This is an optimization exercise on Yosys and OpenROAD, whose aim is small area, a short achievable clock period and few clock cycles, not a production implementation.
The RTL was checked by simulation tests, not by an equivalence proof against the original design.
Power figures rest on the tool's default switching activity, not on a simulated workload.

Setup of MS:
## systolic_mm_top
module systolic_mm_top (
    input  logic                          clk,
    input  logic                          rst,
    input  logic                          in_req,
    input  systolic_mm_pkg::data_t        in_data,
    output logic                          in_ack,
    output logic                          out_req,
    output systolic_mm_pkg::result_word_t out_word,
    input  logic                          out_ack,
    output logic                          done
);
    logic [6:0] ph65;
    logic [3:0] ph16;
    logic [7:0] t;
    logic [6:0] tgt_a;
    logic [3:0] d_q;
    logic [2:0] kb_q;
    logic ack_q;
    logic wa_q;
    logic wb1_q;
    logic wb2_pre;
    logic wb2_q;
    wire a_ph = (t[7:6] == 2'b00);
    wire b_ph = (t[7:6] == 2'b01);
    wire t_zero = (t == 8'd0);
    wire b_align = (ph16 == ({t[2:0], 1'b0} - 4'd1));
    wire can_ack = (a_ph & (t_zero | (ph65 == tgt_a))) | (b_ph & b_align);
    wire ack = in_req & ~in_ack & can_ack;
    wire ack_last = ack & (t == 8'd127);
    logic [3:0] ra [65];
    logic [3:0] rb [4][16];
    always_ff @(posedge clk) begin
        ra[0] <= wa_q ? d_q : ra[64];
        for (int n = 1; n < 65; n++) ra[n] <= ra[n-1];
    end
    for (genvar m = 0; m < 4; m++) begin : g_rb
  ...
==> module systolic_mm_top, before the edit <==
module systolic_mm_top (
    input  logic                          clk,
    input  logic                          rst,
    input  logic                          in_req,
    input  systolic_mm_pkg::data_t        in_data,
    output logic                          in_ack,
    output logic                          out_req,
    output systolic_mm_pkg::result_word_t out_word,
    input  logic                          out_ack,
    output logic                          done
);
    logic [6:0] ph65;
    logic [3:0] ph16;
    logic [7:0] t;
    logic [6:0] tgt_a;
    logic [3:0] d_q;
    logic [2:0] kb_q;
    logic ack_q;
    logic wa_q;
    logic wb1_q;
    logic wb2_pre;
    logic wb2_q;
    wire a_ph = (t[7:6] == 2'b00);
    wire b_ph = (t[7:6] == 2'b01);
    wire t_zero = (t == 8'd0);
    wire b_align = (ph16 == ({t[2:0], 1'b0} - 4'd1));
    wire can_ack = (a_ph & (t_zero | (ph65 == tgt_a))) | (b_ph & b_align);
    wire ack = in_req & ~in_ack & can_ack;
    wire ack_last = ack & (t == 8'd127);
    logic [3:0] ra [65];
    logic [3:0] rb [4][16];
    always_ff @(posedge clk) begin
        ra[0] <= wa_q ? d_q : ra[64];
        for (int n = 1; n < 65; n++) ra[n] <= ra[n-1];
    end
    for (genvar m = 0; m < 4; m++) begin : g_rb
        wire we = (wb1_q | wb2_q) & (kb_q[1:0] == 2'(m));
        always_ff @(posedge clk) begin
            rb[m][0] <= we ? d_q : rb[m][15];
            for (int n = 1; n < 16; n++) rb[m][n] <= rb[m][n-1];
        end
    end
    always_ff @(posedge clk) begin
        if (!in_ack) begin
            d_q <= in_data;
            kb_q <= t[5:3];
        end
        if (rst) begin
            in_ack <= 1'b0;
            ack_q <= 1'b0;
            wa_q <= 1'b0;
            wb1_q <= 1'b0;
            wb2_pre <= 1'b0;
            wb2_q <= 1'b0;
        end else begin
            in_ack <= in_req & (in_ack | can_ack);
            ack_q <= ack;
            wa_q <= ack & a_ph;
            wb1_q <= ack & b_ph & ~t[5];
            wb2_pre <= ack & b_ph & t[5];
            wb2_q <= wb2_pre;
        end
    end
    logic [6:0] cw;         
    logic [10:0] oval;
    logic loaded;           
    logic [31:0] hold;
    logic [2:0] hrow, hrow_d1, hrow_d2, hrow_d3;
    logic hv, hv_d1, hv_d2, hv_d3;
    logic hl_q;
    logic [2:0] want_q;
    logic [7:0] pq [4];
    logic [9:0] q, q_d;
    wire out_ph = t[7] | (t == 8'd127);
    wire lw = ~out_req & ~loaded & ~cw[6] & out_ph
              & (ph16 == {cw[2:0] + 3'd6, 1'b1})
              & hv_d2 & (hrow_d2 == cw[5:3]) & hv_d3 & (hrow_d3 == cw[5:3]);
    wire rise = ~out_req & ~out_ack & (loaded | lw) & (t[7] | ack_last);
    wire row_end = cw[2] & (cw[1] | cw[0]) & ~cw[6] & (cw[5:3] != 3'd7)
                   & (ph16 == 4'd8) & hv & (hrow == cw[5:3]);
    wire [2:0] want = cw[5:3] + {2'b00, row_end};
    logic [6:0] tgt_row;
    always_comb begin
        case (want)
            3'd0: tgt_row = 7'd53;
            3'd1: tgt_row = 7'd4;
            3'd2: tgt_row = 7'd20;
            3'd3: tgt_row = 7'd36;
            3'd4: tgt_row = 7'd52;
            3'd5: tgt_row = 7'd3;
            3'd6: tgt_row = 7'd19;
            default: tgt_row = 7'd35;
        endcase
    end
    wire hl = (t[7] | t[6]) & ~cw[6] & (ph65 == tgt_row) & ~ph16[0]
              & ~(hv & (hrow == want));
    always_ff @(posedge clk) begin
        for (int k = 0; k < 8; k++) begin
            hold[4*k +: 4] <= hl_q ? ra[53 - 2*k] : hold[4*((k+4)%8) +: 4];
        end
    end
    always_ff @(posedge clk) begin
        for (int m = 0; m < 4; m++) pq[m] <= hold[4*m +: 4] * rb[m][9];
        q <= 10'(pq[0]) + 10'(pq[1]) + 10'(pq[2]) + 10'(pq[3]);
        q_d <= q;
    end
    always_ff @(posedge clk) begin
        if (lw) oval <= 11'(q_d) + 11'(q);
    end
    assign out_word = {cw[5:0], 5'd0, oval};
    always_ff @(posedge clk) begin
        hrow_d1 <= hrow;
        hv_d1 <= hv;
        hrow_d2 <= hrow_d1;
        hv_d2 <= hv_d1;
        hrow_d3 <= hrow_d2;
        hv_d3 <= hv_d2;
        want_q <= want;
        if (rst) begin
            t <= '0;
            out_req <= 1'b0;
            done <= 1'b0;
            loaded <= 1'b0;
            hv <= 1'b0;
            hl_q <= 1'b0;
            cw <= '0;
            ph65 <= '0;
            ph16 <= '0;
            tgt_a <= '0;
        end else begin
            ph65 <= (ph65 == 7'd64) ? 7'd0 : ph65 + 7'd1;
            ph16 <= ph16 + 4'd1;
            hl_q <= hl;
            if (ack_q) begin
                t <= t + 8'd1;
                if (t_zero) begin
                    ph65 <= 7'd1;
                    ph16 <= 4'd1;
                    tgt_a <= 7'd1;
                    cw <= '0;
                    hv <= 1'b0;
                    done <= 1'b0;
                end else begin
                    tgt_a <= (tgt_a >= 7'd63) ? tgt_a - 7'd63 : tgt_a + 7'd2;
                end
            end
            if (hl_q) begin
                hrow <= want_q;
                hv <= 1'b1;
            end
            loaded <= (loaded | lw) & ~rise;
            if (out_req & out_ack) begin
                out_req <= 1'b0;
                cw <= cw + 7'd1;
            end else if (rise) begin
                out_req <= 1'b1;
            end
            if (cw[6] & t[7] & ~out_req & ~out_ack) begin
                done <= 1'b1;
                t <= '0;
            end
        end
    end
endmodule
==> flow/config.mk <==
export PLATFORM = sky130hd
export DESIGN_NAME = systolic_mm_top
export DESIGN_NICKNAME = systolic_mm_top
export VERILOG_FILES = /design/flow/design.v
export SDC_FILE = /design/flow/constraint.sdc
export NUM_CORES = 4
export LEC_CHECK = 0
export ABC_CLOCK_PERIOD_IN_PS = 3000
export CAP_MARGIN = 20
export CORE_MARGIN = 2
export CORE_UTILIZATION = 70
export CTS_CLUSTER_DIAMETER = 100
export CTS_CLUSTER_SIZE = 30
export PLACE_DENSITY = 0.8
export SLEW_MARGIN = 20
==> flow/constraint.sdc <==
create_clock -name core_clock -period 10.0 [get_ports {clk}]
set_input_delay 2.0000 -clock core_clock [delete_from_list [all_inputs] [get_ports {clk}]]
set_output_delay 2.0000 -clock core_clock [all_outputs]
set_load 0.01 [all_outputs]
standard.sh (not shown) runs the stock make flow with config.mk's settings and CLKGATE_MAP_FILE= SYNTH_SCRIPT=/design/flow/synth_recipe.tcl, a recipe that flattens the netlist after the stock synthesis.
==> flow/flow/run.sh <==
#!/bin/bash
set -euo pipefail
bash standard.sh \
  "BUFFER_PORTS_ARGS=-buffer_cell sky130_fd_sc_hd__buf_4" \
  SETUP_SLACK_MARGIN=7.1 \
  finish > make_finish.log 2>&1
MS reached the final stage; the timing, DRC and antenna checks on its layout passed.
Testbench counts of MS, summed over its fixed seeds: cycles 18,384.
#### Input delta (AL over MS)
--- a/flow/design.v
+++ b/flow/design.v
@@ -37,13 +37,12 @@
     logic [6:0] ph65;
     logic [3:0] ph16;
     logic [7:0] t;
     logic [6:0] tgt_a;
     logic [3:0] d_q;
     logic [2:0] kb_q;
-    logic ack_q;
     logic wa_q;
     logic wb1_q;
     logic wb2_pre;
     logic wb2_q;
     wire a_ph = (t[7:6] == 2'b00);
     wire b_ph = (t[7:6] == 2'b01);
@@ -69,20 +68,18 @@
         if (!in_ack) begin
             d_q <= in_data;
             kb_q <= t[5:3];
         end
         if (rst) begin
             in_ack <= 1'b0;
-            ack_q <= 1'b0;
             wa_q <= 1'b0;
             wb1_q <= 1'b0;
             wb2_pre <= 1'b0;
             wb2_q <= 1'b0;
         end else begin
             in_ack <= in_req & (in_ack | can_ack);
-            ack_q <= ack;
             wa_q <= ack & a_ph;
             wb1_q <= ack & b_ph & ~t[5];
             wb2_pre <= ack & b_ph & t[5];
             wb2_q <= wb2_pre;
         end
     end
@@ -92,15 +89,17 @@
     logic [31:0] hold;
     logic [2:0] hrow, hrow_d1, hrow_d2, hrow_d3;
     logic hv, hv_d1, hv_d2, hv_d3;
     logic hl_q;
     logic [2:0] want_q;
     logic [7:0] pq [4];
-    logic [9:0] q, q_d;
+    logic [9:0] q;
+    logic ld1_q;            
     wire out_ph = t[7] | (t == 8'd127);
-    wire lw = ~out_req & ~loaded & ~cw[6] & out_ph
+    wire ld1 = (~out_req | out_ack) & ~loaded;
+    wire lw = ld1_q & ~out_req & ~loaded & ~cw[6] & out_ph
               & (ph16 == {cw[2:0] + 3'd6, 1'b1})
               & hv_d2 & (hrow_d2 == cw[5:3]) & hv_d3 & (hrow_d3 == cw[5:3]);
     wire rise = ~out_req & ~out_ack & (loaded | lw) & (t[7] | ack_last);
     wire row_end = cw[2] & (cw[1] | cw[0]) & ~cw[6] & (cw[5:3] != 3'd7)
                    & (ph16 == 4'd8) & hv & (hrow == cw[5:3]);
     wire [2:0] want = cw[5:3] + {2'b00, row_end};
@@ -124,16 +123,17 @@
             hold[4*k +: 4] <= hl_q ? ra[53 - 2*k] : hold[4*((k+4)%8) +: 4];
         end
     end
     always_ff @(posedge clk) begin
         for (int m = 0; m < 4; m++) pq[m] <= hold[4*m +: 4] * rb[m][9];
         q <= 10'(pq[0]) + 10'(pq[1]) + 10'(pq[2]) + 10'(pq[3]);
-        q_d <= q;
     end
     always_ff @(posedge clk) begin
-        if (lw) oval <= 11'(q_d) + 11'(q);
+        if (rst) oval <= '0;
+        else if (lw) oval <= oval + 11'(q);
+        else if (ld1) oval <= 11'(q);
     end
     assign out_word = {cw[5:0], 5'd0, oval};
     always_ff @(posedge clk) begin
         hrow_d1 <= hrow;
         hv_d1 <= hv;
         hrow_d2 <= hrow_d1;
@@ -145,21 +145,23 @@
             t <= '0;
             out_req <= 1'b0;
             done <= 1'b0;
             loaded <= 1'b0;
             hv <= 1'b0;
             hl_q <= 1'b0;
+            ld1_q <= 1'b0;
             cw <= '0;
             ph65 <= '0;
             ph16 <= '0;
             tgt_a <= '0;
         end else begin
             ph65 <= (ph65 == 7'd64) ? 7'd0 : ph65 + 7'd1;
             ph16 <= ph16 + 4'd1;
             hl_q <= hl;
-            if (ack_q) begin
+            ld1_q <= ld1;
+            if (wa_q | wb1_q | wb2_pre) begin
                 t <= t + 8'd1;
                 if (t_zero) begin
                     ph65 <= 7'd1;
                     ph16 <= 4'd1;
                     tgt_a <= 7'd1;
                     cw <= '0;
Results
As far as height of the die is concerned, AL and MS perform about the same.
Relative to MS, global-route usage increased by 1.0 points in AL.
AL vs MS, timing startpoint of the critical path: cw[2] vs oval[2]
Changes observed in AL relative to MS: fraction of power spent switching nets has increased; worst endpoint required time closely matched the old numbers.
Against MS, AL comes in about 0.33% lower on area after synthesis.
Fraction of the mapped netlist area in compound gates in AL vs MS: up 0.63 points
Diff MS and AL: portion of total power attributed to the clock network lower in MS
On total power, the higher figure sits with MS, not AL.
Compared with MS, AL shows global-route wire length before repair that has gone up by a few percent.
Testbench counts of AL, summed over its fixed seeds: cycles 18,384.

[separate check: timing with driven ports]
Ports are ideal in the flow. The routed layouts listed here were re-timed in OpenROAD.
Step 1 sets driving cells, clkbuf_16 on the clock port and buf_2 on the other inputs (assumed; they add their load-dependent delay and slew).
Step 2 also shifts input and output timing later by t, the mid clock arrival at the registers, as if the neighbouring blocks saw the same clock.
Three values: ideal ports, drivers, drivers and shift; two values: the first two.
| run | t, ns | setup slack, ns | hold WS [ns] | slew at the worst register clock pin (ns) | worst data-port slew with drivers (ns) |
|---|---|---|---|---|---|
| MS | 0.615 | 6.900 / 6.848 / 6.911 | 0.325 / 0.325 / 0.325 | 0.11 / 0.11 | 0.05 |
| AL | 0.607 | 6.947 / 6.899 / 6.666 | 0.324 / 0.324 / 0.324 | 0.11 / 0.11 | 0.03 |
After both steps setup and hold are still met in every run listed. The setup slack of AL, which loses most, moves by -0.048 ns with the drivers and by -0.281 ns with both steps.
